Source: an optimization exercise on an open RTL-to-GDS flow (aim: small area). Production flows keep margins and buffers that such runs may drop. At most, simulation tests tie the RTL to the original design; equivalence was not proved. Function not checked in run 1: the RTL went through the layout flow alone. Power and IR drop assume default switching activity.

--- flow/run.sh ---
#!/bin/bash
# synth_recipe.tcl (not shown) runs the flow's synth.tcl, then flattens the netlist and writes it again
# the make line also repeats each setting of config.mk as NAME=value (left out here)
make -C /OpenROAD-flow-scripts/flow DESIGN_CONFIG=/design/flow/config.mk WORK_HOME=/design/flow/orfs CLKGATE_MAP_FILE= SYNTH_SCRIPT=/design/flow/synth_recipe.tcl finish
--- flow/config.mk ---
export PLATFORM = sky130hd
export DESIGN_NAME = mw_writeback
export DESIGN_NICKNAME = mw_writeback
export VERILOG_FILES = /design/flow/design.v
export SDC_FILE = /design/flow/constraint.sdc
export NUM_CORES = 4
export LEC_CHECK = 0
export CAP_MARGIN = 20
export CORE_MARGIN = 2
export CORE_UTILIZATION = 40
export CTS_BUF_LIST = sky130_fd_sc_hd__clkbuf_8
export PLACE_DENSITY = 0.6
export SLEW_MARGIN = 20
export SYNTH_HIERARCHICAL = 1
--- flow/constraint.sdc ---
create_clock -name core_clock -period 6.5 [get_ports {clk}]
set_input_delay 1.3000 -clock core_clock [delete_from_list [all_inputs] [get_ports {clk}]]
set_output_delay 1.3000 -clock core_clock [all_outputs]
set_load 0.01 [all_outputs]
--- flow/design.v ---
package mw_writeback_pkg;
    localparam logic [1:0]  M2SEL_ALU    = 2'b00;
    localparam logic [1:0]  M2SEL_DM     = 2'b01;
    localparam logic [1:0]  M2SEL_PC8    = 2'b10;
    localparam logic [31:0] PC_RESET_VAL = 32'h0000_3000;
    localparam logic [31:0] NOP          = 32'h0;
endpackage
module wb_inc8 (
    input  logic [31:0] i_a,
    output logic [31:0] o_y
);
    logic [32:3] w_c;
    always_comb begin
        w_c[3] = 1'b1;
        for (int i = 3; i < 32; i++) begin
            o_y[i]   = i_a[i] ^ w_c[i];
            w_c[i+1] = i_a[i] & w_c[i];
        end
        o_y[2:0] = i_a[2:0];
    end
endmodule
module grf_aoi222 (
    input  logic i_a0, i_b0, i_a1, i_b1, i_a2, i_b2,
    output logic o_y
);
    assign o_y = !((i_a0 & i_b0) | (i_a1 & i_b1) | (i_a2 & i_b2));
endmodule
module grf_aoi22 (
    input  logic i_a0, i_b0, i_a1, i_b1,
    output logic o_y
);
    assign o_y = !((i_a0 & i_b0) | (i_a1 & i_b1));
endmodule
module grf_nand11 (
    input  logic [10:0] i_x,
    output logic        o_y
);
    assign o_y = !(&i_x);
endmodule
module grf_rdport (
    input  logic [1023:0] i_data,    
    input  logic [31:0]   i_sel,     
    output logic [31:0]   o_rd
);
    for (genvar b = 0; b < 32; b++) begin : g_bit
        logic [10:0] w_t;
        for (genvar g = 0; g < 10; g++) begin : g_grp
            grf_aoi222 u_aoi (
                .i_a0(i_data[32*(3*g)   + b]), .i_b0(i_sel[3*g]),
                .i_a1(i_data[32*(3*g+1) + b]), .i_b1(i_sel[3*g+1]),
                .i_a2(i_data[32*(3*g+2) + b]), .i_b2(i_sel[3*g+2]),
                .o_y(w_t[g])
            );
        end
        grf_aoi22 u_aoi (
            .i_a0(i_data[32*30 + b]), .i_b0(i_sel[30]),
            .i_a1(i_data[32*31 + b]), .i_b1(i_sel[31]),
            .o_y(w_t[10])
        );
        grf_nand11 u_or (.i_x(w_t), .o_y(o_rd[b]));
    end
endmodule
module mw_writeback #(
    parameter logic [31:0] PC_RESET = mw_writeback_pkg::PC_RESET_VAL
) (
    input  logic        clk,
    input  logic        reset,
    input  logic [31:0] instr_m,
    input  logic [31:0] pc_m,
    input  logic [31:0] alu_m,
    input  logic [31:0] dmrd_m,
    output logic [31:0] instr_w,
    output logic [31:0] pc_w,
    input  logic [4:0]  w_rfdst,
    input  logic        rfwr,
    input  logic [1:0]  m2sel,
    output logic [31:0] wd_w,
    input  logic [4:0]  ra1,
    input  logic [4:0]  ra2,
    output logic [31:0] rd1,
    output logic [31:0] rd2
);
    logic [31:0] r_instr;
    logic [31:0] r_pc;
    logic [31:0] r_alu;
    logic [31:0] r_dmrd;
    logic        r_rst;
    logic [31:0] r_regs [1:31];    
    logic [31:0] w_wd;
    logic [31:0] w_pc8;
    logic        w_sel_alu, w_sel_dm, w_sel_pc8;
    always_ff @(posedge clk) begin
        r_rst  <= reset;
        r_alu  <= alu_m;
        r_dmrd <= dmrd_m;
        if (reset) begin
            r_instr <= mw_writeback_pkg::NOP;
            r_pc    <= PC_RESET;
        end else begin
            r_instr <= instr_m;
            r_pc    <= pc_m;
        end
    end
    wb_inc8 u_inc8 (.i_a(r_pc), .o_y(w_pc8));
    assign w_sel_alu = (m2sel == mw_writeback_pkg::M2SEL_ALU) && !r_rst;
    assign w_sel_dm  = (m2sel == mw_writeback_pkg::M2SEL_DM)  && !r_rst;
    assign w_sel_pc8 = (m2sel == mw_writeback_pkg::M2SEL_PC8);
    assign w_wd = ({32{w_sel_alu}} & r_alu)
                | ({32{w_sel_dm}}  & r_dmrd)
                | ({32{w_sel_pc8}} & w_pc8);
    assign instr_w = r_instr;
    assign pc_w    = r_pc;
    assign wd_w    = w_wd;
    logic [31:1] w_wen;       
    logic [31:0] w_sel1;      
    logic [31:0] w_sel2;
    logic [31:0] w_wdata_r;   
    logic [1023:0] w_rdata;   
    assign w_wdata_r = w_wd & {32{!reset}};
    always_comb begin
        w_sel1[0] = 1'b0;
        w_sel2[0] = 1'b0;
        for (int k = 1; k < 32; k++) begin
            w_wen[k]  = rfwr && (w_rfdst == 5'(k));
            w_sel1[k] = (ra1 == 5'(k)) && !w_wen[k];
            w_sel2[k] = (ra2 == 5'(k)) && !w_wen[k];
            w_sel1[0] = w_sel1[0] | ((ra1 == 5'(k)) && w_wen[k]);
            w_sel2[0] = w_sel2[0] | ((ra2 == 5'(k)) && w_wen[k]);
        end
    end
    always_ff @(posedge clk) begin
        for (int k = 1; k < 32; k++) begin
            if (reset || w_wen[k]) r_regs[k] <= w_wdata_r;
        end
    end
    always_comb begin
        w_rdata[31:0] = w_wd;
        for (int k = 1; k < 32; k++) w_rdata[32*k +: 32] = r_regs[k];
    end
    grf_rdport u_rd1 (.i_data(w_rdata), .i_sel(w_sel1), .o_rd(rd1));
    grf_rdport u_rd2 (.i_data(w_rdata), .i_sel(w_sel2), .o_rd(rd2));
endmodule
==> key figures, run 1 <==
Run status
  • Run status: failed layout checks
  • SO Faults: setup timing

Worst setup path
  • CP required: 5.20 ns
  • Peak fanout along the critical path: 3
  • Slowest-stage cell, CP: or3_4
  • CP top delay family: adder cells
  • Worst Path Buf+Inv: 2
  • Crit Path Class: reg2out
  • CP endpoint kind: output port
  • CP arrival: 7.02 ns
  • Crit path from: r_pc[3]$_SDFF_PP0_
  • CP most frequent cell: ha_4
  • CP peak stage delay: 0.39 ns
  • Reg2reg start: r_pc[3]$_SDFF_PP0_
  • CP Launch Type: flip-flop

STA
  • Hold slack: 0.881 ns
  • Slew headroom: 0.146
  • Tmin final: 8.32 ns
  • Unrepaired setup endpoints after global routing: yes
  • Layout Skew: 0.0359 ns
  • Actual slew at the worst max-slew pin: 1.27 ns
  • # setup viols final: 35
  • Max Transition Viols Final: 0
  • Final Hold Fails: 0
  • Period utilization: 1.28
  • Worst setup slack after layout: -1.82 ns
  • Fmax: 120 MHz

Floorplanning
  • Die area: 0.114 mm^2
  • I/O pins: 308
  • Core area: 0.111 mm^2
  • Initial Util: 0.403
  • Die width: 338 um
  • Cell row count: 122
  • Die Y: 338 um

Global routing
  • GRT Total Usage: 0.300
  • First-pass GRT wire length: 245000 um
  • Vias in the first global route: 34900
  • Initial antenna violation count: 10
  • Congestion Overflow GR: 0
  • Largest net degree at the start of global routing: 88

Clock tree
  • TritonCTS Buffers: 177
  • Clock sink total: 1121
  • Root Buffer: clkbuf_8
  • Worst-path clk slew: 0.06 ns
  • Worst-case clock buffer depth: 3
  • CTS Hold Bufs: 0
  • H-tree depth: 4
  • CTS tree: built
  • Clk latency of the worst-skew pair: 0.87 ns

Synth
  • Top FF cell, synth: edfxtp_1
  • Synth Register Bits: 1121
  • Post-synth EDFFs: 992
  • Synthesized instance count: 2620
  • Mapped Area: 0.0446 mm^2
  • Synth area leader: edfxtp_1
  • Syn. warnings: 9
  • Synth Net Count: 2795
  • Register area share after synthesis: 0.726
  • Top area cells in the synthesized netlist: edfxtp_1 (67%), a222oi_1 (14%), dfxtp_1 (5.8%)
  • Synth unique cells: 62
  • Syn avg cell area: 17.0 um^2
  • Post-synth ARST share: 0
  • Post-synth top area share: 0.668

Final layout
  • Final core occ: 0.508
  • Nets: 3492
  • Number of fill cells in the layout: 9165
  • Commonest cells after routing, fill and taps aside: edfxtp_1 (992), a222oi_1 (640), clkdlybuf4s50_1 (266)
  • Syn-to-layout area delta: 26.0%
  • Share of layout cells above drive strength 1: 0.227
  • Final Non-Filler Cells: 4944
  • Most common cell after layout, fill and taps aside: edfxtp_1

Detailed routing
  • ANT nets after route: 0
  • Drt drc: 0
  • Initial DRC Count: 8272
  • Vias per cell: 7.05
  • Routed WL: 177000 um
  • Via count: 34900
  • First drt pass iteration count: 13
  • Drt wl/cell: 35.8 um

Job
  • Max capacitance violation total: 0

Worst hold path
  • Worst min-delay path class: in2reg
  • Hold_sp: alu_m[9]

Placed design
  • PortBufs: 307
  • Placed Instances: 4619
  • DP HPWL: 107000 um
  • GPL Wtd Cong: 0.914
  • Pre-CTS WS: -1.27 ns

Power
  • VDD IR max: 0.192 mV
  • Leakage: 19.8 nW
  • PD cells: 277 mW/mm^2
-- per-stage QoR --
stage	total power, mW	TNS (ns)	cell area (um^2)
6_report	15.6	-31.61	56200
5_1_grt	16.0	-38.25	56200
4_1_cts	15.5	-35.17	55900
3_5_place_dp	10.1	-14.36	52600
3_3_place_gp	10.0	-13.29	52500
2_1_floorplan	9.12	-1.18	45000
-- registers in the layout, indices dropped and copies added (netlist names) --
signal	cells
r_dmrd	32
r_alu	32
r_pc	32
r_instr	32
r_regs	992
r_rst	1
-- power by group --
part           internal [mW]  switching, mW  leakage, nW
logic                  0.557          0.945         6.29
clock network           2.74           2.82         1.88
registers               8.28          0.207         11.6
-- modules after synthesis, one instance, submodules excluded, a selection --
module,cells,flops+latches,times used,cell area (um^2)
grf_aoi22,1,0,64,12.5
grf_aoi222,1,0,640,10.0
grf_nand11,4,0,64,23.8
mw_writeback,1628,1121,1,35500
wb_inc8,32,0,1,373
-- cell usage after synthesis (4+ instances only) --
library cell and count:
a222oi_1 640, nand3_1 70, nor2b_1 98, a21oi_1 6, ha_1 27, or2_2 37, buf_6 5, nor2_1 37
nand2b_1 9, or3_1 66, clkbuf_1 30, nand2_1 44, buf_2 15, dfxtp_1 129, nor3_1 70, buf_4 6
nand4_1 133, o21ai_0 33, a31oi_1 4, a221oi_1 6, xor2_1 4, a22oi_2 64, edfxtp_1 992, mux2i_1 32
nor4_1 5
-- layer usage --
layer  track usage  vias to the layer above  share of wire
met5             0                        -        0.00022
met3        0.0914                      606           0.15
met1         0.372                    17200           0.34
li1              -                    13800              -
met2         0.475                     3318           0.46
met4         0.156                        4          0.049
-- cells by family (layout without fill, tap and decap cells) --
group | Yosys count | count (layout) | share of synthesized area
compound gates | 773 | 773 | 0.172
xor+xnor | 6 | 6 | 0.00118
fa+ha+maj | 27 | 27 | 0.00758
buf+inv | 59 | 893 | 0.00674
flops | 1121 | 1121 | 0.726
mux | 33 | 33 | 0.00744
other cells | 0 | 2 | 0
simple gates | 601 | 601 | 0.0790
-- area by class of cell --
type                            count  area (um^2)  area share
Antenna cell                        2         5.00   0.0000891
Clock buffer                      190         2620      0.0466
Clock inverter                    126          613      0.0109
Inverter                            3         11.3    0.000200
Multi-Input combinational cell   1440        13000       0.231
Sequential cell                  1121        32400       0.576
Tap cell                         1488         1860      0.0331
Timing Repair Buffer              574         5710       0.102
-- final timing paths --
| path | to | slack, ns | depth (start not counted) |
|---|---|---|---|
| setup reg to reg | r_regs[8][31]$_DFFE_PP_ | 0.72 | 33 |
| hold / removal | r_alu[9]$_DFF_P_ | 0.88 | 1 |
| setup / recovery | rd1[31] | -1.82 | 35 |
| hold reg to reg | r_regs[22][18]$_DFFE_PP_ | 1.04 | 3 |
-- repair_timing --
action,in CTS,in global routing
endpoints found under the setup margin,50,68
gates resized for setup,106,36
pin swaps,72,50
setup buffers,2,3
==> run 2: changes to the inputs <==
--- a/flow/design.v
+++ b/flow/design.v
@@ -11,10 +11,64 @@
 );
-    logic [32:3] w_c;
+    logic [28:0] w_t;        
+    logic [7:0]  w_g;        
+    logic [7:0]  w_gc;       
+    logic [28:0] w_c;        
+    assign w_t = i_a[31:3];
     always_comb begin
-        w_c[3] = 1'b1;
-        for (int i = 3; i < 32; i++) begin
-            o_y[i]   = i_a[i] ^ w_c[i];
-            w_c[i+1] = i_a[i] & w_c[i];
+        for (int j = 0; j < 8; j++) begin
+            w_g[j] = (j == 7) ? w_t[28] : &w_t[4*j +: 4];
         end
-        o_y[2:0] = i_a[2:0];
+        w_gc[0] = 1'b1;
+        w_gc[1] = w_g[0];
+        w_gc[2] = &w_g[1:0];
+        w_gc[3] = &w_g[2:0];
+        w_gc[4] = &w_g[3:0];
+        w_gc[5] = (&w_g[3:0]) & w_g[4];
+        w_gc[6] = (&w_g[3:0]) & (&w_g[5:4]);
+        w_gc[7] = (&w_g[3:0]) & (&w_g[6:4]);
+        for (int i = 0; i < 29; i++) begin
+            case (i % 4)
+                0: w_c[i] = w_gc[i/4];
+                1: w_c[i] = w_gc[i/4] & w_t[i-1];
+                2: w_c[i] = w_gc[i/4] & (&w_t[i-2 +: 2]);
+                default: w_c[i] = w_gc[i/4] & (&w_t[i-3 +: 3]);
+            endcase
+        end
+        o_y[31:3] = w_t ^ w_c;
+        o_y[2:0]  = i_a[2:0];
+    end
+endmodule
+module grf_dec (
+    input  logic        i_reset,
+    input  logic        i_we,
+    input  logic [4:0]  i_waddr,
+    input  logic [4:0]  i_ra1,
+    input  logic [4:0]  i_ra2,
+    output logic [31:1] o_wen,
+    output logic [31:0] o_sel1,
+    output logic [31:0] o_sel2
+);
+    logic [3:0] w_wlo, w_r1lo, w_r2lo;
+    logic [7:0] w_whi, w_r1hi, w_r2hi;
+    logic       w_byp1, w_byp2;
+    assign w_byp1 = i_we && (i_ra1 == i_waddr) && (i_ra1 != 5'd0);
+    assign w_byp2 = i_we && (i_ra2 == i_waddr) && (i_ra2 != 5'd0);
+    always_comb begin
+        for (int j = 0; j < 4; j++) begin
+            w_wlo[j]  = i_we && (i_waddr[1:0] == 2'(j));
+            w_r1lo[j] = !w_byp1 && (i_ra1[1:0] == 2'(j));
+            w_r2lo[j] = !w_byp2 && (i_ra2[1:0] == 2'(j));
+        end
+        for (int i = 0; i < 8; i++) begin
+            w_whi[i]  = (i_waddr[4:2] == 3'(i));
+            w_r1hi[i] = (i_ra1[4:2] == 3'(i));
+            w_r2hi[i] = (i_ra2[4:2] == 3'(i));
+        end
+        o_sel1[0] = w_byp1;
+        o_sel2[0] = w_byp2;
+        for (int k = 1; k < 32; k++) begin
+            o_wen[k]  = i_reset || (w_wlo[k % 4] && w_whi[k / 4]);
+            o_sel1[k] = w_r1lo[k % 4] && w_r1hi[k / 4];
+            o_sel2[k] = w_r2lo[k % 4] && w_r2hi[k / 4];
+        end
     end
@@ -27,13 +81,8 @@
 endmodule
-module grf_aoi22 (
-    input  logic i_a0, i_b0, i_a1, i_b1,
-    output logic o_y
+module grf_tail (
+    input  logic [9:0] i_x,
+    input  logic       i_a0, i_b0, i_a1, i_b1,
+    output logic       o_y
 );
-    assign o_y = !((i_a0 & i_b0) | (i_a1 & i_b1));
-endmodule
-module grf_nand11 (
-    input  logic [10:0] i_x,
-    output logic        o_y
-);
-    assign o_y = !(&i_x);
+    assign o_y = !(&i_x) | (i_a0 & i_b0) | (i_a1 & i_b1);
 endmodule
@@ -45,3 +94,3 @@
     for (genvar b = 0; b < 32; b++) begin : g_bit
-        logic [10:0] w_t;
+        logic [9:0] w_t;
         for (genvar g = 0; g < 10; g++) begin : g_grp
@@ -54,8 +103,8 @@
         end
-        grf_aoi22 u_aoi (
+        grf_tail u_tail (
+            .i_x(w_t),
             .i_a0(i_data[32*30 + b]), .i_b0(i_sel[30]),
             .i_a1(i_data[32*31 + b]), .i_b1(i_sel[31]),
-            .o_y(w_t[10])
+            .o_y(o_rd[b])
         );
-        grf_nand11 u_or (.i_x(w_t), .o_y(o_rd[b]));
     end
@@ -119,16 +168,15 @@
     assign w_wdata_r = w_wd & {32{!reset}};
-    always_comb begin
-        w_sel1[0] = 1'b0;
-        w_sel2[0] = 1'b0;
-        for (int k = 1; k < 32; k++) begin
-            w_wen[k]  = rfwr && (w_rfdst == 5'(k));
-            w_sel1[k] = (ra1 == 5'(k)) && !w_wen[k];
-            w_sel2[k] = (ra2 == 5'(k)) && !w_wen[k];
-            w_sel1[0] = w_sel1[0] | ((ra1 == 5'(k)) && w_wen[k]);
-            w_sel2[0] = w_sel2[0] | ((ra2 == 5'(k)) && w_wen[k]);
-        end
-    end
+    grf_dec u_dec (
+        .i_reset (reset),
+        .i_we    (rfwr),
+        .i_waddr (w_rfdst),
+        .i_ra1   (ra1),
+        .i_ra2   (ra2),
+        .o_wen   (w_wen),
+        .o_sel1  (w_sel1),
+        .o_sel2  (w_sel2)
+    );
     always_ff @(posedge clk) begin
         for (int k = 1; k < 32; k++) begin
-            if (reset || w_wen[k]) r_regs[k] <= w_wdata_r;
+            if (w_wen[k]) r_regs[k] <= w_wdata_r;
         end
--- a/flow/config.mk
+++ b/flow/config.mk
@@ -12,2 +12,3 @@
 export PLACE_DENSITY = 0.6
+export SETUP_SLACK_MARGIN = 0.2
 export SLEW_MARGIN = 20
==> run 2 against run 1 <==
Sequential share of layout area is 0.43 points lower. Total power rose by 0.47%. Critical endpoint is now rd2[16]. Synthesized area is 0.20% lower. Clock power grew 0.7%. Via count rose by 2.3%. Largest cell class unchanged. Worst setup slack better by 2.0 ns. Non-clock buffer count rose by 14. First-iteration DRC count rose by 19%. Clock skew rose by 0.0053 ns. The run now finishes clean. Utilization grew 0.38 points.
==> key figures, run 2 <==
Run status
  • Run status: timing/DRC/antenna clean (was failed layout checks)

Worst hold path
  • Worst min-delay path class: in2reg (unchanged)

Final layout
  • Commonest cells after routing, fill and taps aside: edfxtp_1 (992), a222oi_1 (640), clkdlybuf4s50_1 (288) (was edfxtp_1 (992), a222oi_1 (640), clkdlybuf4s50_1 (266))
  • Largest Register: r_regs (unchanged)
  • Post-route cell area: 0.0566 mm^2 (was 0.0562 mm^2)
  • Most common cell after layout, fill and taps aside: edfxtp_1 (unchanged)
  • Share of layout cells above drive strength 1: 0.207 (was 0.227)
  • Syn-to-layout area delta: 27.2% (was 26.0%)
  • Final core occ: 0.512 (was 0.508)
  • Largest register FFs: 992 (unchanged)
  • Number of fill cells in the layout: 9030 (was 9165)
  • Nets: 3411 (was 3492)

Synth
  • Synth Register Bits: 1121 (unchanged)
  • Synthesized instance count: 2546 (was 2620)
  • Synth unique cells: 47 (was 62)
  • Syn avg cell area: 17.5 um^2 (was 17.0 um^2)
  • Synth area leader: edfxtp_1 (unchanged)
  • Top area cells in the synthesized netlist: edfxtp_1 (67%), a222oi_1 (14%), dfxtp_1 (5.8%) (unchanged)
  • Synth Net Count: 2702 (was 2795)
  • Syn. warnings: 10 (was 9)
  • Mapped Area: 0.0445 mm^2 (was 0.0446 mm^2)
  • Post-synth top area share: 0.670 (was 0.668)
  • Post-synth ARST share: 0 (unchanged)
  • Most numerous cell in the Yosys netlist: edfxtp_1 (unchanged)
  • Register area share after synthesis: 0.728 (was 0.726)
  • Post-synth EDFFs: 992 (unchanged)
  • Top FF cell, synth: edfxtp_1 (unchanged)
  • Top cells by count, synth: edfxtp_1 (992), a222oi_1 (640), nand4_1 (134), dfxtp_1 (129), nand2_1 (86) (was edfxtp_1 (992), a222oi_1 (640), nand4_1 (133), dfxtp_1 (129), nor2b_1 (98))

Detailed routing
  • Routed WL: 193000 um (was 177000 um)
  • ANT nets after route: 0 (unchanged)
  • First drt pass iteration count: 15 (was 13)
  • Drt wl/cell: 39.6 um (was 35.8 um)
  • Drt drc: 0 (unchanged)
  • Vias per cell: 7.30 (was 7.05)
  • Initial DRC Count: 9839 (was 8272)
  • Via count: 35700 (was 34900)

STA
  • Tmin final: 6.34 ns (was 8.32 ns)
  • Max Transition Viols Final: 0 (unchanged)
  • Period utilization: 0.976 (was 1.28)
  • # setup viols final: 0 (was 35)
  • Final Hold Fails: 0 (unchanged)
  • Layout Skew: 0.0411 ns (was 0.0359 ns)
  • Slew headroom: 0.0750 (was 0.146)
  • Fmax: 158 MHz (was 120 MHz)
  • Unrepaired setup endpoints after global routing: yes (unchanged)
  • Actual slew at the worst max-slew pin: 1.38 ns (was 1.27 ns)

Placed design
  • PortBufs: 307 (unchanged)
  • GPL Wtd Cong: 0.919 (was 0.914)
  • Placed Area: 0.0524 mm^2 (was 0.0526 mm^2)
  • DP HPWL: 114000 um (was 107000 um)

Clock tree
  • Clock sink total: 1121 (unchanged)
  • CTS tree: built (unchanged)
  • TritonCTS Buffers: 175 (was 177)
  • CTS Hold Bufs: 0 (unchanged)
  • Worst-case clock buffer depth: 3 (unchanged)
  • H-tree depth: 4 (unchanged)
  • Clk latency of the worst-skew pair: 0.88 ns (was 0.87 ns)
  • Root Buffer: clkbuf_8 (unchanged)
  • Worst-path clk slew: 0.06 ns (about the same)

Power
  • P_int: 11.6 mW (about the same)
  • VDD IR max: 0.142 mV (was 0.192 mV)
  • Clock network power share: 0.358 (about the same)
  • PD cells: 276 mW/mm^2 (was 277 mW/mm^2)
  • Flop pwr share: 0.544 (was 0.546)
  • Switching power share of the total: 0.255 (was 0.256)
  • Gate power share: 0.098 (was 0.097)
  • Switching power: 3.98 mW (was 3.97 mW)
  • Leakage: 20.2 nW (was 19.8 nW)

Global routing
  • Vias in the first global route: 34800 (was 34900)
  • Largest net degree at the start of global routing: 67 (was 88)
  • Initial antenna violation count: 7 (was 10)
  • GRT Total Usage: 0.327 (was 0.300)
  • First-pass GRT wire length: 260000 um (was 245000 um)
  • Congestion Overflow GR: 0 (unchanged)

Floorplanning
  • Die area: 0.114 mm^2 (about the same)
  • I/O pins: 308 (unchanged)
  • Cell row count: 122 (unchanged)
  • Die width: 337 um (was 338 um)
  • Initial Util: 0.402 (was 0.403)
  • Core area: 0.111 mm^2 (unchanged)
  • Die Y: 337 um (was 338 um)

Worst setup path
  • CP endpoint kind: output port (unchanged)
  • CP arrival: 5.04 ns (was 7.02 ns)
  • CP Launch Type: input port (was flip-flop)
  • Peak fanout along the critical path: 14 (was 3)
  • CP required: 5.20 ns (about the same)
  • Crit Path Class: in2out (was reg2out)

Job
  • Max capacitance violation total: 0 (unchanged)
## run 2: cells by family (layout without fill, tap and decap cells)
logic type | Yosys count | count (layout) | synth area share
multiplexers | 32 | 32 | 0.00720
AO/OA/AOI/OAI | 863 | 871 | 0.185
buffers and inverters | 67 | 904 | 0.00838
XOR/XNOR | 30 | 30 | 0.00591
adder cells (fa/ha/maj) | 8 | 8 | 0.00225
AND/OR/NAND/NOR | 425 | 425 | 0.0633
other | 0 | 2 | 0
flip-flops | 1121 | 1121 | 0.728
## run 2: layout make-up
cell class                      count  area [um^2]  area share
Clock inverter                    130          694      0.0123
Timing Repair Buffer              588         5980       0.106
Multi-Input combinational cell   1366        13100       0.232
Tap cell                         1488         1860      0.0329
Antenna cell                        2         5.00   0.0000884
Clock buffer                      183         2520      0.0445
Inverter                            3         11.3    0.000199
Sequential cell                  1121        32400       0.572
## run 2: final timing paths
kind,from,to,slack [ns],depth (start not counted)
hold / removal,alu_m[19],r_alu[19]$_DFF_P_,0.88,1
setup / recovery,ra2[1],rd2[16],0.16,10
setup reg to reg,r_pc[3]$_SDFF_PP0_,r_regs[14][28]$_DFFE_PP_,3.44,8
hold reg to reg,r_pc[2]$_SDFF_PP0_,r_regs[7][2]$_DFFE_PP_,0.92,2
## run 2: Yosys stat by module (local to each module, per instance), a selection
module        cells  area (um^2)  flops+latches  times used
grf_aoi222        1         10.0              0         640
grf_dec         203         1370              0           1
grf_tail          5         36.3              0          64
mw_writeback   1311        33800           1121           1
wb_inc8          72          524              0           1
## run 2: through the flow
step	instances	hold slack (ns)	total power, mW	setup TNS (ns)	setup slack, ns
2_1_floorplan	2546	0.935	9.13	0	0.817
3_3_place_gp	4489	0.933	10.0	-0.0358	-0.0358
6_report	4881	0.883	15.6	0	0.155
5_1_grt	4880	0.846	16.0	0	0.185
3_5_place_dp	4497	0.939	10.1	-0.0417	-0.0417
4_1_cts	4840	0.832	15.6	0	0.140
## run 2: power by group through the flow
stage	logic [mW]	clock network [mW]	registers, mW
2_1_floorplan	0.550	0	8.59
3_3_place_gp	1.41	0	8.60
3_5_place_dp	1.44	0	8.63
4_1_cts	1.46	5.62	8.48
5_1_grt	1.55	5.94	8.53
6_report	1.53	5.60	8.50
## run 2: worst max-delay path: stages
cell	delay [ns]
clkdlybuf4s50_1	0.45
buf_4	0.18
or2_2	0.40
buf_4	0.22
a211oi_4	1.10
a222oi_1	0.23
nand4_1	0.26
buf_4	0.18
or4_4	0.12
clkdlybuf4s50_1	0.59
## run 2: repair_timing
item / 4_1_cts / 5_1_grt
endpoints found under the setup margin: 51 / 60
hold endpoints to repair: 0 / 0
pin swaps: 18 / 45
buffers inserted: 26 / 34
gates cloned: 4 / 4
gates resized for setup: 10 / 35
## run 2: per-layer routing
metal / track usage / vias to the layer above / part of all wire
met5: 0 / - / 0.00030
met2: 0.492 / 3628 / 0.44
met4: 0.201 / 4 / 0.068
met3: 0.126 / 712 / 0.16
li1: - / 13600 / -
met1: 0.397 / 17700 / 0.33
==> run 3: changes to the inputs <==
==> flow/flow/run.sh (new file) <==
#!/bin/bash
set -euo pipefail
cp config.mk config.base.mk
cat >> config.mk <<'EOT'
export BUFFER_PORTS_ARGS = -buffer_cell sky130_fd_sc_hd__buf_1
export CTS_ARGS = -sink_clustering_enable -repair_clock_nets -dont_use_dummy_load -buf_list sky130_fd_sc_hd__clkbuf_8
export RECOVER_POWER = 100
EOT
bash standard.sh > standard.log 2>&1
==> flow/standard.sh (new file) <==
#!/bin/bash
# synth_recipe.tcl (not shown) runs the flow's synth.tcl, then flattens the netlist and writes it again
# the make line also repeats each setting of config.mk as NAME=value (left out here)
make -C /OpenROAD-flow-scripts/flow DESIGN_CONFIG=/design/flow/config.mk WORK_HOME=/design/flow/orfs CLKGATE_MAP_FILE= SYNTH_SCRIPT=/design/flow/synth_recipe.tcl "${@:-finish}"
--- a/flow/config.mk
+++ b/flow/config.mk
@@ -10,3 +10,2 @@
 export CORE_UTILIZATION = 40
-export CTS_BUF_LIST = sky130_fd_sc_hd__clkbuf_8
 export PLACE_DENSITY = 0.6
@@ -15 +14,4 @@
 export SYNTH_HIERARCHICAL = 1
+export BUFFER_PORTS_ARGS = -buffer_cell sky130_fd_sc_hd__buf_1
+export CTS_ARGS = -sink_clustering_enable -repair_clock_nets -dont_use_dummy_load -buf_list sky130_fd_sc_hd__clkbuf_8
+export RECOVER_POWER = 100
removed: flow/run.sh
==> run 3 against run 2 <==
Now fails the layout checks on capacitance limit, slew limit. Combinational power is 24% lower. Via count is 4.5% lower. Total power is 6.6% lower. Critical endpoint is now rd2[3]. Largest cell class unchanged. Highest routed layer unchanged.
==> key figures, run 3 <==
Run status
  • Run status: failed layout checks (was timing/DRC/antenna clean)
  • SO Faults: capacitance limit, slew limit

Clock tree
  • TritonCTS Buffers: 180 (was 175)
  • Clk latency of the worst-skew pair: 0.85 ns (was 0.88 ns)
  • Setup Buffers After CTS: 0 (was 26)
  • Post-CTS sizing: 0 (was 10)
  • Worst-path clk slew: 0.05 ns (was 0.06 ns)
  • CTS Hold Bufs: 0 (unchanged)
  • CTS tree: built (unchanged)
  • Clock sink total: 1121 (unchanged)
  • H-tree depth: 4 (unchanged)
  • Root Buffer: clkbuf_8 (unchanged)
  • Worst-case clock buffer depth: 3 (unchanged)

Synth
  • Synth Register Bits: 1121 (unchanged)
  • Top cells by count, synth: edfxtp_1 (992), a222oi_1 (640), nand4_1 (134), dfxtp_1 (129), nand2_1 (86) (unchanged)
  • Post-synth ARST share: 0 (unchanged)
  • Register area share after synthesis: 0.728 (unchanged)
  • Synth unique cells: 47 (unchanged)
  • Synthesized instance count: 2546 (unchanged)
  • Synth area leader: edfxtp_1 (unchanged)
  • Most numerous cell in the Yosys netlist: edfxtp_1 (unchanged)
  • Top FF cell, synth: edfxtp_1 (unchanged)
  • Top area cells in the synthesized netlist: edfxtp_1 (67%), a222oi_1 (14%), dfxtp_1 (5.8%) (unchanged)
  • Post-synth top area share: 0.670 (unchanged)
  • Post-synth EDFFs: 992 (unchanged)
  • Mapped Area: 0.0445 mm^2 (unchanged)
  • Syn avg cell area: 17.5 um^2 (unchanged)
  • Syn. warnings: 10 (unchanged)
  • Synth Net Count: 2702 (unchanged)

Power
  • PD cells: 283 mW/mm^2 (was 276 mW/mm^2)
  • VDD IR max: 0.148 mV (was 0.142 mV)
  • Leakage: 17.5 nW (was 20.2 nW)

Detailed routing
  • Routed WL: 177000 um (was 193000 um)
  • Initial DRC Count: 8656 (was 9839)
  • Vias per cell: 7.38 (was 7.30)
  • Drt wl/cell: 38.4 um (was 39.6 um)
  • First drt pass iteration count: 22 (was 15)
  • Drt drc: 0 (unchanged)
  • ANT nets after route: 0 (unchanged)
  • Via count: 34100 (was 35700)

Job
  • Max capacitance violation total: 66 (was 0)

Worst setup path
  • CP Launch Type: input port (unchanged)
  • CP endpoint kind: output port (unchanged)
  • Peak fanout along the critical path: 32 (was 14)
  • Worst Path Buf+Inv: 3 (was 5)
  • CP peak stage delay: 0.78 ns (was 1.10 ns)
  • CP top delay family: simple AND/OR/NAND/NOR gates (was buffers and inverters)
  • CP required: 5.20 ns (about the same)
  • CP arrival: 5.10 ns (was 5.04 ns)
  • Slowest-stage cell, CP: and2_4 (was a211oi_4)
  • Crit Path Class: in2out (unchanged)
  • Crit path cell chain: clkbuf_1 > xnor2_1 > and2_4 > a211oi_2 > buf_4 > a222oi_1 > nand4_1 > or4_1 > buf_1 (was clkdlybuf4s50_1 > buf_4 > or2_2 > buf_4 > a211oi_4 > a222oi_1 > nand4_1 > buf_4 > or4_4 > clkdlybuf4s50_1)

Floorplanning
  • Core area: 0.111 mm^2 (unchanged)
  • Die area: 0.114 mm^2 (unchanged)
  • Cell row count: 122 (unchanged)
  • Die width: 337 um (unchanged)
  • I/O pins: 308 (unchanged)
  • Initial Util: 0.402 (unchanged)
  • Die Y: 337 um (unchanged)

Final layout
  • Commonest cells after routing, fill and taps aside: edfxtp_1 (992), a222oi_1 (640), buf_1 (300) (was edfxtp_1 (992), a222oi_1 (640), clkdlybuf4s50_1 (288))
  • Nets: 3279 (was 3411)
  • Number of fill cells in the layout: 9593 (was 9030)
  • Most common cell after layout, fill and taps aside: edfxtp_1 (unchanged)
  • Syn-to-layout area delta: 15.8% (was 27.2%)
  • Largest Register: r_regs (unchanged)
  • Largest register FFs: 992 (unchanged)
  • Share of layout cells above drive strength 1: 0.136 (was 0.207)
  • Final Non-Filler Cells: 4617 (was 4881)

STA
  • Slew headroom: -1.25 (was 0.0750)
  • Period utilization: 0.985 (was 0.976)
  • # setup viols final: 0 (unchanged)
  • Fmax: 156 MHz (was 158 MHz)
  • Tmin final: 6.40 ns (was 6.34 ns)
  • Layout Skew: 0.0714 ns (was 0.0411 ns)
  • Actual slew at the worst max-slew pin: 3.38 ns (was 1.38 ns)
  • Max Transition Viols Final: 1823 (was 0)
  • Unrepaired setup endpoints after global routing: no (was yes)
  • Setup TNS Final: 0 ns (unchanged)
  • Final Hold Fails: 0 (unchanged)

Global routing
  • Largest net degree at the start of global routing: 65 (was 67)
  • GRT Total Usage: 0.303 (was 0.327)
  • First-pass GRT wire length: 244000 um (was 260000 um)
  • Initial antenna violation count: 25 (was 7)
  • Vias in the first global route: 33700 (was 34800)
  • Congestion Overflow GR: 0 (unchanged)

Placed design
  • PortBufs: 307 (unchanged)
  • GPL Wtd Cong: 0.937 (was 0.919)
  • DP HPWL: 112000 um (was 114000 um)
  • Placed Instances: 4425 (was 4497)

Worst hold path
  • Worst min-delay path class: in2reg (unchanged)
[run 3: cell counts after synthesis]
Identical to the previous run, type by type.
[run 3: Yosys stat by module, one instance, submodules excluded, excerpt]
module        cells inside  flip-flops and latches  cell area (um^2)  copies in the design
mw_writeback          1311                    1121             33800                     1
grf_dec                203                       0              1370                     1
wb_inc8                 72                       0               524                     1
grf_tail                 5                       0              36.3                    64
grf_aoi222               1                       0              10.0                   640
[run 3: path summary, 6_finish.rpt]
path / start / endpoint / slack [ns] / depth (start not counted)
setup / recovery: w_rfdst[0] / rd2[3] / 0.1 / 9
hold / removal: alu_m[7] / r_alu[7]$_DFF_P_ / 0.56 / 1
setup reg to reg: r_pc[3]$_SDFF_PP0_ / r_regs[6][27]$_DFFE_PP_ / 2.54 / 8
hold reg to reg: r_alu[25]$_DFF_P_ / r_regs[22][25]$_DFFE_PP_ / 1.06 / 2
[run 3: cells by family (layout without fill, tap and decap cells)]
group	Yosys count	in the layout	synth area share
flip-flops	1121	1121	0.728
AO/OA/AOI/OAI	863	863	0.185
AND/OR/NAND/NOR	425	426	0.0633
buffers and inverters	67	641	0.00838
multiplexers	32	32	0.00720
XOR/XNOR	30	30	0.00591
adder cells (fa/ha/maj)	8	8	0.00225
other	0	8	0
[run 3: report_power, final]
group / internal (mW) / total (mW) / switching (mW)
sequential: 8.32 / 8.53 / 0.210
clock: 2.43 / 4.89 / 2.46
combinational: 0.272 / 1.17 / 0.900
[run 3: area by class of cell]
class	count	area, um^2	area share
flip-flops and latches	1121	32400	0.629
multi-input cells	1359	12500	0.243
clock buffers	180	2480	0.0481
repair buffers	458	2270	0.0441
well taps	1488	1860	0.0361
diodes	8	20.0	0.000389
inverters	3	11.3	0.000219
[run 3: per-layer routing]
layer,global-route usage,wire length [um],vias up,part of all wire
met5,0,144,-,0.00081
met4,0.192,13100,22,0.074
met3,0.100,26200,706,0.15
met2,0.459,78000,3280,0.44
met1,0.375,59900,16800,0.34
li1,-,-,13200,-
[run 3: metrics by stage]
step	worst slack [ns]	hold WS, ns	area, um^2	power (mW)	utilization
2_1_floorplan	0.817	0.935	44500	9.13	-
3_3_place_gp	0.393	1.02	49500	9.77	0.448
3_5_place_dp	0.333	0.945	49700	9.83	0.450
4_1_cts	0.334	0.485	52200	14.6	0.472
5_1_grt	0.106	0.527	51500	15.0	0.466
6_report	0.0973	0.558	51500	14.6	0.466
==> run 4: changes to the inputs <==
--- a/flow/design.v
+++ b/flow/design.v
@@ -50,7 +50,5 @@
 );
-    logic [3:0] w_wlo, w_r1lo, w_r2lo;
-    logic [7:0] w_whi, w_r1hi, w_r2hi;
-    logic       w_byp1, w_byp2;
-    assign w_byp1 = i_we && (i_ra1 == i_waddr) && (i_ra1 != 5'd0);
-    assign w_byp2 = i_we && (i_ra2 == i_waddr) && (i_ra2 != 5'd0);
+    logic [3:0]  w_wlo, w_r1lo, w_r2lo;
+    logic [7:0]  w_whi, w_r1hi, w_r2hi;
+    logic [31:1] w_wr;       
     always_comb begin
@@ -58,4 +56,4 @@
             w_wlo[j]  = i_we && (i_waddr[1:0] == 2'(j));
-            w_r1lo[j] = !w_byp1 && (i_ra1[1:0] == 2'(j));
-            w_r2lo[j] = !w_byp2 && (i_ra2[1:0] == 2'(j));
+            w_r1lo[j] = (i_ra1[1:0] == 2'(j));
+            w_r2lo[j] = (i_ra2[1:0] == 2'(j));
         end
@@ -66,9 +64,10 @@
         end
-        o_sel1[0] = w_byp1;
-        o_sel2[0] = w_byp2;
         for (int k = 1; k < 32; k++) begin
-            o_wen[k]  = i_reset || (w_wlo[k % 4] && w_whi[k / 4]);
-            o_sel1[k] = w_r1lo[k % 4] && w_r1hi[k / 4];
-            o_sel2[k] = w_r2lo[k % 4] && w_r2hi[k / 4];
+            w_wr[k]   = w_wlo[k % 4] && w_whi[k / 4];
+            o_wen[k]  = i_reset || w_wr[k];
+            o_sel1[k] = w_r1lo[k % 4] && w_r1hi[k / 4] && !w_wr[k];
+            o_sel2[k] = w_r2lo[k % 4] && w_r2hi[k / 4] && !w_wr[k];
         end
+        o_sel1[0] = i_we && (i_ra1 == i_waddr) && (i_ra1 != 5'd0);
+        o_sel2[0] = i_we && (i_ra2 == i_waddr) && (i_ra2 != 5'd0);
     end
@@ -81,8 +80,13 @@
 endmodule
-module grf_tail (
-    input  logic [9:0] i_x,
-    input  logic       i_a0, i_b0, i_a1, i_b1,
-    output logic       o_y
+module grf_aoi22 (
+    input  logic i_a0, i_b0, i_a1, i_b1,
+    output logic o_y
 );
-    assign o_y = !(&i_x) | (i_a0 & i_b0) | (i_a1 & i_b1);
+    assign o_y = !((i_a0 & i_b0) | (i_a1 & i_b1));
+endmodule
+module grf_nand11 (
+    input  logic [10:0] i_x,
+    output logic        o_y
+);
+    assign o_y = !(&i_x);
 endmodule
@@ -94,3 +98,3 @@
     for (genvar b = 0; b < 32; b++) begin : g_bit
-        logic [9:0] w_t;
+        logic [10:0] w_t;
         for (genvar g = 0; g < 10; g++) begin : g_grp
@@ -103,8 +107,8 @@
         end
-        grf_tail u_tail (
-            .i_x(w_t),
+        grf_aoi22 u_aoi (
             .i_a0(i_data[32*30 + b]), .i_b0(i_sel[30]),
             .i_a1(i_data[32*31 + b]), .i_b1(i_sel[31]),
-            .o_y(o_rd[b])
+            .o_y(w_t[10])
         );
+        grf_nand11 u_or (.i_x(w_t), .o_y(o_rd[b]));
     end
==> flow/flow/run.sh (replaced) <==
#!/bin/bash
set -euo pipefail
HERE=$(pwd)
cp config.mk config.base.mk
cat >> config.mk <<EOT
export BUFFER_PORTS_ARGS = -buffer_cell sky130_fd_sc_hd__buf_1
export CTS_ARGS = -sink_clustering_enable -repair_clock_nets -dont_use_dummy_load -buf_list sky130_fd_sc_hd__clkbuf_8 -sink_clustering_size 16 -sink_clustering_max_diameter 60
export FASTROUTE_TCL = $HERE/flow/fastroute.tcl
EOT
bash standard.sh > standard.log 2>&1
==> flow/flow/fastroute.tcl (new file) <==
# Global routing layers: as the platform's fastroute.tcl, but with less of met1
# and met2 offered to the global router, so fewer wires crowd the pin layers.
set_global_routing_layer_adjustment met1 0.45
set_global_routing_layer_adjustment met2 0.3
set_global_routing_layer_adjustment met3 0.2
set_global_routing_layer_adjustment met4 0.2
set_global_routing_layer_adjustment met5 0.2

set_routing_layers -clock $::env(MIN_CLK_ROUTING_LAYER)-$::env(MAX_ROUTING_LAYER)
set_routing_layers -signal $::env(MIN_ROUTING_LAYER)-$::env(MAX_ROUTING_LAYER)
--- a/flow/config.mk
+++ b/flow/config.mk
@@ -8,2 +8,4 @@
 export CAP_MARGIN = 20
+export CELL_PAD_IN_SITES_DETAIL_PLACEMENT = 1
+export CELL_PAD_IN_SITES_GLOBAL_PLACEMENT = 1
 export CORE_MARGIN = 2
@@ -15,3 +17,3 @@
 export BUFFER_PORTS_ARGS = -buffer_cell sky130_fd_sc_hd__buf_1
-export CTS_ARGS = -sink_clustering_enable -repair_clock_nets -dont_use_dummy_load -buf_list sky130_fd_sc_hd__clkbuf_8
-export RECOVER_POWER = 100
+export CTS_ARGS = -sink_clustering_enable -repair_clock_nets -dont_use_dummy_load -buf_list sky130_fd_sc_hd__clkbuf_8 -sink_clustering_size 16 -sink_clustering_max_diameter 60
+export FASTROUTE_TCL = /design/flow/flow/fastroute.tcl
==> run 4 against run 3 <==
The run now finishes clean. Global-route usage up 5.2 points. Fmax up 11%. Combinational power down 6%. Critical endpoint is now rd2[27]. Largest power group unchanged.
==> key figures, run 4 <==
Worst setup path
  • CP endpoint kind: output port (unchanged)
  • Reg2reg start: r_pc[3]$_SDFF_PP0_ (unchanged)
  • Worst flop-to-flop path endpoint: r_regs[20][28]$_DFFE_PP_ (was r_regs[6][27]$_DFFE_PP_)
  • CP peak stage delay: 0.56 ns (was 0.78 ns)
  • Peak fanout along the critical path: 7 (was 32)
  • Reg2Reg Depth: 9 (was 8)
  • Crit path cell chain: ha_1 > nand3_2 > nor2_2 > nand3_2 > nor4_1 > ha_1 > o2bb2ai_1 > a222oi_1 > nand4_1 > or3_1 > buf_1 (was clkbuf_1 > xnor2_1 > and2_4 > a211oi_2 > buf_4 > a222oi_1 > nand4_1 > or4_1 > buf_1)
  • CP arrival: 4.48 ns (was 5.10 ns)
  • CP Launch Type: flip-flop (was input port)
  • Reg-to-reg slack, setup: 3.63 ns (was 2.54 ns)
  • CP required: 5.20 ns (about the same)
  • Crit Path Class: reg2out (was in2out)
  • Slowest-stage cell, CP: or3_1 (was and2_4)
  • Crit path from: r_pc[3]$_SDFF_PP0_ (was w_rfdst[0])

Clock tree
  • Post-CTS sizing: 0 (unchanged)
  • Setup Buffers After CTS: 0 (unchanged)
  • Clk latency of the worst-skew pair: 0.76 ns (was 0.85 ns)
  • Clock sink total: 1121 (unchanged)
  • Root Buffer: clkbuf_8 (unchanged)
  • TritonCTS Buffers: 98 (was 180)
  • Worst-path clk slew: 0.10 ns (was 0.05 ns)
  • CTS tree: built (unchanged)
  • Worst-case clock buffer depth: 3 (unchanged)
  • H-tree depth: 3 (was 4)
  • CTS Hold Bufs: 0 (unchanged)

Global routing
  • First-pass GRT wire length: 246000 um (was 244000 um)
  • Congestion Overflow GR: 0 (unchanged)
  • Vias in the first global route: 34800 (was 33700)
  • Initial antenna violation count: 6 (was 25)
  • Largest net degree at the start of global routing: 61 (was 65)
  • GRT Total Usage: 0.356 (was 0.303)

Synth
  • Synth area leader: edfxtp_1 (unchanged)
  • Top FF cell, synth: edfxtp_1 (unchanged)
  • Post-synth ARST share: 0 (unchanged)
  • Synthesized instance count: 2543 (was 2546)
  • Syn avg cell area: 17.4 um^2 (was 17.5 um^2)
  • Post-synth EDFFs: 992 (unchanged)
  • Top cells by count, synth: edfxtp_1 (992), a222oi_1 (640), nand4_1 (136), dfxtp_1 (129), nand3_1 (73) (was edfxtp_1 (992), a222oi_1 (640), nand4_1 (134), dfxtp_1 (129), nand2_1 (86))
  • Top area cells in the synthesized netlist: edfxtp_1 (67%), a222oi_1 (14%), dfxtp_1 (5.8%) (unchanged)
  • Syn. warnings: 10 (unchanged)
  • Synth unique cells: 40 (was 47)
  • Register area share after synthesis: 0.732 (was 0.728)
  • Synth Register Bits: 1121 (unchanged)
  • Most numerous cell in the Yosys netlist: edfxtp_1 (unchanged)
  • Post-synth top area share: 0.674 (was 0.670)
  • Mapped Area: 0.0442 mm^2 (was 0.0445 mm^2)
  • Synth Net Count: 2699 (was 2702)

Detailed routing
  • ANT nets after route: 0 (unchanged)
  • Drt drc: 0 (unchanged)
  • Drt wl/cell: 38.8 um (was 38.4 um)
  • Vias per cell: 7.17 (was 7.38)
  • First drt pass iteration count: 10 (was 22)
  • Initial DRC Count: 5618 (was 8656)
  • Routed WL: 174000 um (was 177000 um)
  • Via count: 32200 (was 34100)

Floorplanning
  • Die width: 336 um (was 337 um)
  • Cell row count: 121 (was 122)
  • Die Y: 336 um (was 337 um)
  • Die area: 0.113 mm^2 (was 0.114 mm^2)
  • I/O pins: 308 (unchanged)
  • Core area: 0.109 mm^2 (was 0.111 mm^2)
  • Initial Util: 0.404 (was 0.402)

STA
  • Slew headroom: 0.224 (was -1.25)
  • Layout Skew: 0.0737 ns (was 0.0714 ns)
  • Unrepaired setup endpoints after global routing: no (unchanged)
  • Setup TNS Final: 0 ns (unchanged)
  • Max Transition Viols Final: 0 (was 1823)
  • Tmin final: 5.78 ns (was 6.40 ns)
  • Final Hold Fails: 0 (unchanged)
  • Period utilization: 0.890 (was 0.985)
  • Actual slew at the worst max-slew pin: 1.16 ns (was 3.38 ns)
  • # setup viols final: 0 (unchanged)
  • Fmax: 173 MHz (was 156 MHz)

Power
  • Clock network power share: 0.272 (was 0.335)
  • Flop pwr share: 0.644 (was 0.585)
  • PD cells: 264 mW/mm^2 (was 283 mW/mm^2)
  • P_int: 9.87 mW (was 11.0 mW)
  • Gate power share: 0.084 (was 0.080)
  • Leakage: 16.6 nW (was 17.5 nW)
  • VDD IR max: 0.174 mV (was 0.148 mV)
  • Switching power share of the total: 0.251 (was 0.245)
  • Switching power: 3.30 mW (was 3.57 mW)

Placed design
  • DP HPWL: 103000 um (was 112000 um)
  • Placed Area: 0.0485 mm^2 (was 0.0497 mm^2)
  • GPL Wtd Cong: 0.994 (was 0.937)
  • PortBufs: 307 (unchanged)

Final layout
  • Commonest cells after routing, fill and taps aside: edfxtp_1 (992), a222oi_1 (640), buf_1 (305) (was edfxtp_1 (992), a222oi_1 (640), buf_1 (300))
  • Largest Register: r_regs (unchanged)
  • Number of fill cells in the layout: 10700 (was 9593)
  • Nets: 3174 (was 3279)
  • Most common cell after layout, fill and taps aside: edfxtp_1 (unchanged)
  • Largest register FFs: 992 (unchanged)
  • Syn-to-layout area delta: 12.9% (was 15.8%)
  • Share of layout cells above drive strength 1: 0.142 (was 0.136)
  • Post-route cell area: 0.0499 mm^2 (was 0.0515 mm^2)

Worst hold path
  • Hold_sp: dmrd_m[18] (was alu_m[7])
  • Worst min-delay path class: in2reg (unchanged)
  • Hold Crit Endpoint: r_dmrd[18]$_DFF_P_ (was r_alu[7]$_DFF_P_)
  • Hold path cells: 1 (unchanged)

Run status
  • Run status: timing/DRC/antenna clean (was failed layout checks)

Job
  • Max capacitance violation total: 0 (was 66)
[run 4: cell count changes in the layout (fill, tap and decap cells not counted), sizes merged, moves of 31 or more]
| cell | previous run | this run |
|---|---|---|
| nor2 | 11 | 42 |
| or3 | 3 | 67 |
| nand3 | 19 | 76 |
| a211oi | 52 | 0 |
| clkbuf | 233 | 99 |
| nand2 | 86 | 14 |
| or2 | 5 | 37 |
| a22o | 64 | 0 |
| nor3 | 3 | 64 |
| or4 | 64 | 0 |
| a22oi | 0 | 64 |
[run 4: final cells by class]
type                       count  area (um^2)  share of cell area
antenna                        2         5.00            0.000100
timing repair buffer         426         2070              0.0416
clock buffer                  98         1350              0.0270
inverter                       3         11.3            0.000226
tap                         1476         1850              0.0370
sequential                  1121        32400               0.649
multi-input combinational   1368        12200               0.245
[run 4: kinds of logic (layout without fill, tap and decap cells)]
| kind of cell | after synthesis | count (layout) | synth area share |
|---|---|---|---|
| AO/OA/AOI/OAI | 770 | 770 | 0.176 |
| XOR/XNOR | 30 | 30 | 0.00594 |
| adder cells (fa/ha/maj) | 8 | 8 | 0.00226 |
| buffers and inverters | 54 | 527 | 0.00651 |
| flip-flops | 1121 | 1121 | 0.732 |
| multiplexers | 32 | 32 | 0.00724 |
| other | 0 | 2 | 0 |
| AND/OR/NAND/NOR | 528 | 528 | 0.0697 |
[run 4: modules after synthesis, one instance, submodules excluded, a selection]
module,flip-flops and latches,cells inside,cell area (um^2)
mw_writeback,1121,1311,33800
grf_aoi222,0,1,10.0
grf_nand11,0,4,23.8
wb_inc8,0,72,524
grf_dec,0,200,1110
grf_aoi22,0,1,12.5
[run 4: power groups by stage]
stage,registers (mW),logic [mW],clock network (mW)
2_1_floorplan,8.58,0.483,0
3_3_place_gp,8.60,1.06,0
3_5_place_dp,8.64,1.08,0
4_1_cts,8.48,1.08,3.66
5_1_grt,8.53,1.16,3.90
6_report,8.48,1.10,3.59
[run 4: worst max-delay path by stage]
| stage | to | cells past startpoint |
|---|---|---|
| floorplan | rd2[0] | 7 |
| global placement | rd2[25] | 9 |
| detailed placement | rd1[21] | 9 |
| CTS | rd2[27] | 11 |
| global route | rd2[27] | 11 |
| finish | rd2[27] | 11 |
[run 4: routing by layer]
layer,GRT usage,routed length (um),up-vias
met1,0.522,63300,16400
met2,0.527,77600,2341
li1,-,-,12900
met5,0.00255,0,-
met4,0.188,10900,0
met3,0.145,22400,522
[run 4: through the flow]
step / total power, mW / util / cells / hold slack, ns / setup WS, ns
floorplan: 9.07 / - / 2543 / 0.935 / 0.234
global placement: 9.66 / 0.443 / 4392 / 0.900 / 0.902
detailed placement: 9.72 / 0.443 / 4393 / 0.916 / 0.843
CTS: 13.2 / 0.456 / 4491 / 0.530 / 0.669
global route: 13.6 / 0.456 / 4494 / 0.558 / 0.483
finish: 13.2 / 0.456 / 4494 / 0.594 / 0.716
[run 4: critical path, delay by kind of cell (launching register included)]
family                   cells  cell delay (ns)
AND/OR/NAND/NOR              6             1.89
buffers and inverters        1             0.18
adder cells (fa/ha/maj)      2             0.51
AO/OA/AOI/OAI                2             0.74
flip-flops                   1             0.39
==> run 5: changes to the inputs <==
--- a/flow/design.v
+++ b/flow/design.v
@@ -160,5 +160,12 @@
     assign w_sel_pc8 = (m2sel == mw_writeback_pkg::M2SEL_PC8);
-    assign w_wd = ({32{w_sel_alu}} & r_alu)
-                | ({32{w_sel_dm}}  & r_dmrd)
-                | ({32{w_sel_pc8}} & w_pc8);
+    logic [31:0] w_wd_n;
+    for (genvar b = 0; b < 32; b++) begin : g_wd
+        grf_aoi222 u_wd (
+            .i_a0(r_alu[b]),  .i_b0(w_sel_alu),
+            .i_a1(r_dmrd[b]), .i_b1(w_sel_dm),
+            .i_a2(w_pc8[b]),  .i_b2(w_sel_pc8),
+            .o_y(w_wd_n[b])
+        );
+    end
+    assign w_wd = ~w_wd_n;
     assign instr_w = r_instr;
==> run 5 against run 4 <==
Register-to-register slack worse by 0.23 ns. Global-route usage up 0.44 points. Routed wire length up 0.33%. Cell count down 1.3%. Synthesized cell count down 0.67%. Clock skew up 0.011 ns. Sequential share of layout area up 0.71 points. Still clean. Largest cell class unchanged. Critical path depth unchanged.
==> key figures, run 5 <==
STA
  • Period utilization: 0.938 (was 0.890)
  • # setup viols final: 0 (unchanged)
  • Slew headroom: 0.208 (was 0.224)
  • Actual slew at the worst max-slew pin: 1.19 ns (was 1.16 ns)
  • Unrepaired setup endpoints after global routing: no (unchanged)
  • Fmax: 164 MHz (was 173 MHz)
  • Tmin final: 6.10 ns (was 5.78 ns)
  • Layout Skew: 0.0852 ns (was 0.0737 ns)
  • Final Hold Fails: 0 (unchanged)
  • Max Transition Viols Final: 0 (unchanged)
  • Setup TNS Final: 0 ns (unchanged)
  • Worst setup slack after layout: 0.405 ns (was 0.716 ns)

Detailed routing
  • Initial DRC Count: 5228 (was 5618)
  • Drt wl/cell: 39.4 um (was 38.8 um)
  • ANT nets after route: 0 (unchanged)
  • Routed WL: 175000 um (was 174000 um)
  • Via count: 32100 (was 32200)
  • First drt pass iteration count: 12 (was 10)
  • Drt drc: 0 (unchanged)
  • Vias per cell: 7.25 (was 7.17)

Global routing
  • First-pass GRT wire length: 246000 um (about the same)
  • Congestion Overflow GR: 0 (unchanged)
  • Initial antenna violation count: 7 (was 6)
  • Largest net degree at the start of global routing: 71 (was 61)
  • Vias in the first global route: 34700 (was 34800)
  • GRT Total Usage: 0.360 (was 0.356)

Floorplanning
  • Initial Util: 0.403 (was 0.404)
  • Die area: 0.112 mm^2 (was 0.113 mm^2)
  • Cell row count: 121 (unchanged)
  • I/O pins: 308 (unchanged)
  • Die width: 335 um (was 336 um)
  • Core area: 0.109 mm^2 (about the same)
  • Die Y: 335 um (was 336 um)

Clock tree
  • Clk latency of the worst-skew pair: 0.81 ns (was 0.76 ns)
  • Clock sink total: 1121 (unchanged)
  • H-tree depth: 3 (unchanged)
  • Worst-case clock buffer depth: 3 (unchanged)
  • CTS tree: built (unchanged)
  • Worst-path clk slew: 0.10 ns (about the same)
  • TritonCTS Buffers: 99 (was 98)
  • Root Buffer: clkbuf_8 (unchanged)

Placed design
  • PortBufs: 307 (unchanged)
  • GPL Wtd Cong: 0.956 (was 0.994)
  • Placed Area: 0.0478 mm^2 (was 0.0485 mm^2)
  • DP HPWL: 102000 um (was 103000 um)
  • Pre-CTS WS: 0.446 ns (was 0.843 ns)

Final layout
  • Share of layout cells above drive strength 1: 0.143 (was 0.142)
  • Largest Register: r_regs (unchanged)
  • Reg area: 0.0324 mm^2 (unchanged)
  • Largest register FFs: 992 (unchanged)
  • Number of fill cells in the layout: 10600 (was 10700)
  • Nets: 3175 (was 3174)
  • Most common cell after layout, fill and taps aside: edfxtp_1 (unchanged)
  • Commonest cells after routing, fill and taps aside: edfxtp_1 (992), a222oi_1 (672), buf_1 (306) (was edfxtp_1 (992), a222oi_1 (640), buf_1 (305))
  • Post-route cell area: 0.0494 mm^2 (was 0.0499 mm^2)
  • Multi-input gate area: 0.0116 mm^2 (was 0.0122 mm^2)
  • Syn-to-layout area delta: 12.7% (was 12.9%)

Synth
  • Synth area leader: edfxtp_1 (unchanged)
  • Top FF cell, synth: edfxtp_1 (unchanged)
  • Post-synth top area share: 0.680 (was 0.674)
  • Synthesized instance count: 2526 (was 2543)
  • Post-synth ARST share: 0 (unchanged)
  • Top area cells in the synthesized netlist: edfxtp_1 (68%), a222oi_1 (15%), dfxtp_1 (5.9%) (was edfxtp_1 (67%), a222oi_1 (14%), dfxtp_1 (5.8%))
  • Syn avg cell area: 17.3 um^2 (was 17.4 um^2)
  • Syn. warnings: 10 (unchanged)
  • Top cells by count, synth: edfxtp_1 (992), a222oi_1 (672), nand4_1 (136), dfxtp_1 (129) (was edfxtp_1 (992), a222oi_1 (640), nand4_1 (136), dfxtp_1 (129), nand3_1 (73))
  • Register area share after synthesis: 0.739 (was 0.732)
  • Post-synth EDFFs: 992 (unchanged)
  • Synth Register Bits: 1121 (unchanged)
  • Most numerous cell in the Yosys netlist: edfxtp_1 (unchanged)
  • Synth unique cells: 36 (was 40)
  • Mapped Area: 0.0438 mm^2 (was 0.0442 mm^2)
  • Synth Net Count: 2682 (was 2699)

Power
  • Switching power share of the total: 0.250 (was 0.251)
  • Flop pwr share: 0.645 (was 0.644)
  • Gate power share: 0.082 (was 0.084)
  • Leakage: 16.6 nW (about the same)
  • Switching power: 3.29 mW (was 3.30 mW)
  • PD cells: 267 mW/mm^2 (was 264 mW/mm^2)
  • P_int: 9.87 mW (about the same)
  • VDD IR max: 0.166 mV (was 0.174 mV)
  • Clock network power share: 0.273 (was 0.272)

Job
  • Max capacitance violation total: 0 (unchanged)

Worst hold path
  • Worst min-delay path class: in2reg (unchanged)

Run status
  • Run status: timing/DRC/antenna clean (unchanged)

Worst setup path
  • Crit Path Class: reg2out (unchanged)
  • CP endpoint kind: output port (unchanged)
  • Peak fanout along the critical path: 6 (was 7)
  • CP arrival: 4.80 ns (was 4.48 ns)
  • CP required: 5.20 ns (about the same)
  • CP Launch Type: flip-flop (unchanged)
-- run 5: cell types whose count changed in the layout (fill, tap and decap cells not counted), moves of 12 or more --
cell / previous run / this run
nor2_2: 3 / 16
mux2i_1: 32 / 0
a222oi_1: 640 / 672
inv_1: 3 / 35
o2bb2ai_4: 12 / 0
nor2_4: 0 / 19
o2bb2ai_2: 20 / 0
o2bb2ai_1: 32 / 0
-- run 5: per-module statistics from Yosys (local to each module, per instance), a selection --
module	cell area [um^2]	flip-flops and latches
grf_nand11	23.8	0
mw_writeback	33100	1121
wb_inc8	524	0
grf_dec	1110	0
grf_aoi222	10.0	0
grf_aoi22	12.5	0
-- run 5: per-layer routing --
metal | wire [um] | track usage
met5 | 42 | 0
met4 | 10600 | 0.183
met2 | 77600 | 0.532
met1 | 63500 | 0.540
met3 | 23100 | 0.141
-- run 5: through the flow --
step	std cells	power, mW	hold slack (ns)	utilization
after floorplan	2526	9.04	1.10	-
after global placement	4323	9.64	0.963	0.440
after detailed placement	4323	9.69	1.01	0.440
after CTS	4424	13.2	0.520	0.452
after global routing	4432	13.6	0.542	0.454
final	4435	13.2	0.576	0.454
-- run 5: path summary, 6_finish.rpt --
| check | cells after the start | start | slack (ns) | end |
|---|---|---|---|---|
| worst max-delay path | 11 | r_pc[3]$_SDFF_PP0_ | 0.40 | rd1[21] |
| worst min-delay path | 1 | alu_m[21] | 0.58 | r_alu[21]$_DFF_P_ |
| worst max register to register | 11 | r_pc[3]$_SDFF_PP0_ | 3.40 | r_regs[23][28]$_DFFE_PP_ |
| worst min register to register | 3 | r_dmrd[7]$_DFF_P_ | 0.98 | r_regs[18][7]$_DFFE_PP_ |
-- run 5: cells by family after synthesis --
kind of cell	after synthesis	synth area share
fa+ha+maj	8	0.00229
xor+xnor	30	0.00600
compound gates	738	0.172
simple gates	559	0.0727
flops	1121	0.739
buf+inv	70	0.00732
-- run 5: power by group through the flow --
stage | Combinational (mW) | Clock (mW) | Sequential (mW)
after floorplan | 0.462 | 0 | 8.58
after global placement | 1.04 | 0 | 8.60
after detailed placement | 1.05 | 0 | 8.64
after CTS | 1.06 | 3.67 | 8.48
after global routing | 1.13 | 3.90 | 8.52
final | 1.08 | 3.60 | 8.48
-- run 5: final cells by class --
class	instances	share of cell area
well taps	1414	0.0358
inverters	35	0.00266
multi-input cells	1335	0.235
diodes	4	0.000203
flip-flops and latches	1121	0.656
clock buffers	99	0.0276
repair buffers	427	0.0424
-- run 5: critical path: stages (launching register included) --
cell and delay [ns]:
dfxtp_1 0.36, ha_1 0.21, nand3_2 0.23, nor4_4 0.52
nand2_1 0.13, xnor2_1 0.15, a222oi_1 0.74, inv_1 0.21
a222oi_1 0.39, nand4_1 0.38, or3_1 0.54, buf_1 0.16
-- run 5: what timing repair did --
item / 4_1_cts / 5_1_grt
setup endpoints to repair: 4 / 5
hold buffers: 0 / 0
pin swaps: 1 / 3
buffers inserted: 2 / 4
gates resized for setup: 1 / 1
==> run 6: changes to the inputs <==
--- a/flow/config.mk
+++ b/flow/config.mk
@@ -7,3 +7,3 @@
 export LEC_CHECK = 0
-export CAP_MARGIN = 20
+export CAP_MARGIN = 10
 export CELL_PAD_IN_SITES_DETAIL_PLACEMENT = 1
@@ -13,4 +13,4 @@
 export PLACE_DENSITY = 0.6
-export SETUP_SLACK_MARGIN = 0.2
-export SLEW_MARGIN = 20
+export SETUP_SLACK_MARGIN = 0.1
+export SLEW_MARGIN = 10
 export SYNTH_HIERARCHICAL = 1
==> run 6 against run 5 <==
Via count decreased by 0.75%. Utilization decreased by 0.21 points. Critical path depth up 2. First-iteration DRC count increased by 8.0%. Fmax fell by 0.47%. Synthesized cell count stayed put. Hold slack improved by 0.013 ns. Combinational power about the same. Non-clock buffer count decreased by 10. Die area did not move. Critical endpoint is now rd2[28]. Largest cell class unchanged. Largest power group unchanged.
==> key figures, run 6 <==
Worst setup path
  • CP top delay family: simple AND/OR/NAND/NOR gates (unchanged)
  • Crit path cell chain: ha_1 > nand3_2 > nor2_4 > nand3_2 > nor4_1 > ha_1 > xor2_1 > a222oi_1 > inv_1 > a222oi_1 > nand4_1 > or3_1 > buf_1 (was ha_1 > nand3_2 > nor4_4 > nand2_1 > xnor2_1 > a222oi_1 > inv_1 > a222oi_1 > nand4_1 > or3_1 > buf_1)
  • CP arrival: 4.82 ns (was 4.80 ns)
  • Slowest-stage cell, CP: or3_1 (was a222oi_1)
  • Peak fanout along the critical path: 7 (was 6)
  • CP endpoint kind: output port (unchanged)

Placed design
  • Placed Instances: 4318 (was 4323)
  • GPL Wtd Cong: 0.949 (was 0.956)
  • Pre-CTS WS: 0.861 ns (was 0.446 ns)

Synth
  • Synth Register Bits: 1121 (unchanged)
  • Synth area leader: edfxtp_1 (unchanged)
  • Post-synth ARST share: 0 (unchanged)
  • Post-synth EDFFs: 992 (unchanged)
  • Register area share after synthesis: 0.739 (unchanged)

STA
  • Worst setup slack after layout: 0.376 ns (was 0.405 ns)
  • Unrepaired setup endpoints after global routing: no (unchanged)
  • Actual slew at the worst max-slew pin: 1.37 ns (was 1.19 ns)

Detailed routing
  • Vias per cell: 7.21 (was 7.25)
  • Via count: 31900 (was 32100)

Global routing
  • Largest net degree at the start of global routing: 63 (was 71)
  • Congestion Overflow GR: 0 (unchanged)
  • GRT Total Usage: 0.351 (was 0.360)

Clock tree
  • Clk latency of the worst-skew pair: 0.80 ns (was 0.81 ns)
  • Worst-case clock buffer depth: 3 (unchanged)
  • Root Buffer: clkbuf_8 (unchanged)
  • Clock sink total: 1121 (unchanged)

Floorplanning
  • Die area: 0.112 mm^2 (unchanged)
  • Die Y: 335 um (unchanged)
  • Cell row count: 121 (unchanged)
  • Die width: 335 um (unchanged)

Final layout
  • Final Non-Filler Cells: 4422 (was 4435)
  • Syn-to-layout area delta: 12.2% (was 12.7%)

Power
  • Leakage: 16.5 nW (was 16.6 nW)

Run status
  • Run status: timing/DRC/antenna clean (unchanged)
run 6: cell types whose count changed in the layout (fill, tap and decap cells not counted), moves of 2 or more:
cell / delta
buf_4: -9
buf_8: +2
nor3_4: -2
diode_2: +2
nor3_2: +2
clkbuf_8: -5
nor2_4: -10
buf_12: -3
nor2_2: +10
run 6: area by class of cell:
| class | count | area [um^2] | share of cell area |
|---|---|---|---|
| inverters | 35 | 131 | 0.00267 |
| repair buffers | 417 | 2000 | 0.0406 |
| well taps | 1414 | 1770 | 0.0360 |
| multi-input cells | 1335 | 11600 | 0.235 |
| clock buffers | 94 | 1290 | 0.0263 |
| diodes | 6 | 15.0 | 0.000306 |
| flip-flops and latches | 1121 | 32400 | 0.659 |
run 6: worst reg2reg max path: stages (launching register included):
cell and delay (ns):
dfxtp_1 0.38, ha_1 0.21, nand3_2 0.21, nor2_4 0.29
nand3_2 0.14, nor4_1 0.32, ha_1 0.22, xor2_1 0.24
a222oi_1 0.19, nor2_2 0.97
run 6: what timing repair did:
item                                    4_1_cts  5_1_grt
pin swaps                                     1        2
gates resized for setup                       0        1
endpoints found under the setup margin        2        4
endpoints found under the hold margin         0        0
setup buffers                                 2        0
run 6: worst paths after layout:
| path | start | to | cells after the start | slack, ns |
|---|---|---|---|---|
| max | r_pc[3]$_SDFF_PP0_ | rd2[28] | 13 | 0.38 |
| min | alu_m[19] | r_alu[19]$_DFF_P_ | 1 | 0.59 |
| min reg2reg | r_dmrd[19]$_DFF_P_ | r_regs[23][19]$_DFFE_PP_ | 2 | 0.95 |
| max reg2reg | r_pc[3]$_SDFF_PP0_ | r_regs[24][28]$_DFFE_PP_ | 9 | 2.92 |
run 6: cells by family (layout without fill, tap and decap cells):
logic type | after synthesis | in the layout | share of synthesized area
fa+ha+maj | 8 | 8 | 0.00229
flops | 1121 | 1121 | 0.739
compound gates | 738 | 738 | 0.172
xor+xnor | 30 | 30 | 0.00600
other cells | 0 | 6 | 0
simple gates | 559 | 559 | 0.0727
buf+inv | 70 | 546 | 0.00732
run 6: where the power goes:
part           internal (mW)  total [mW]  leakage [nW]  switching (mW)
clock                   1.29        3.51         0.676            2.22
sequential              8.27        8.48          11.6           0.206
combinational          0.238        1.07          4.26           0.827
total                   9.80        13.1          16.5            3.25
run 6: metrics by stage:
step	area (um^2)	power [mW]
after floorplan	43800	9.04
after global placement	47700	9.63
after detailed placement	47700	9.68
after CTS	49000	13.1
after global routing	49100	13.4
final	49100	13.1
run 6: per-module statistics from Yosys, one instance, submodules excluded, a selection:
module	cells inside	cell area, um^2	flops+latches	times used
mw_writeback	1262	33100	1121	1
grf_dec	200	1110	0	1
wb_inc8	72	524	0	1
grf_nand11	4	23.8	0	64
grf_aoi22	1	12.5	0	64
grf_aoi222	1	10.0	0	672
run 6: per-layer routing:
layer	wire, um	GRT usage	up-vias
met4	9980	0.166	6
li1	-	-	12800
met2	75800	0.522	2315
met3	23600	0.141	455
met5	31	0.00521	-
met1	62300	0.524	16300
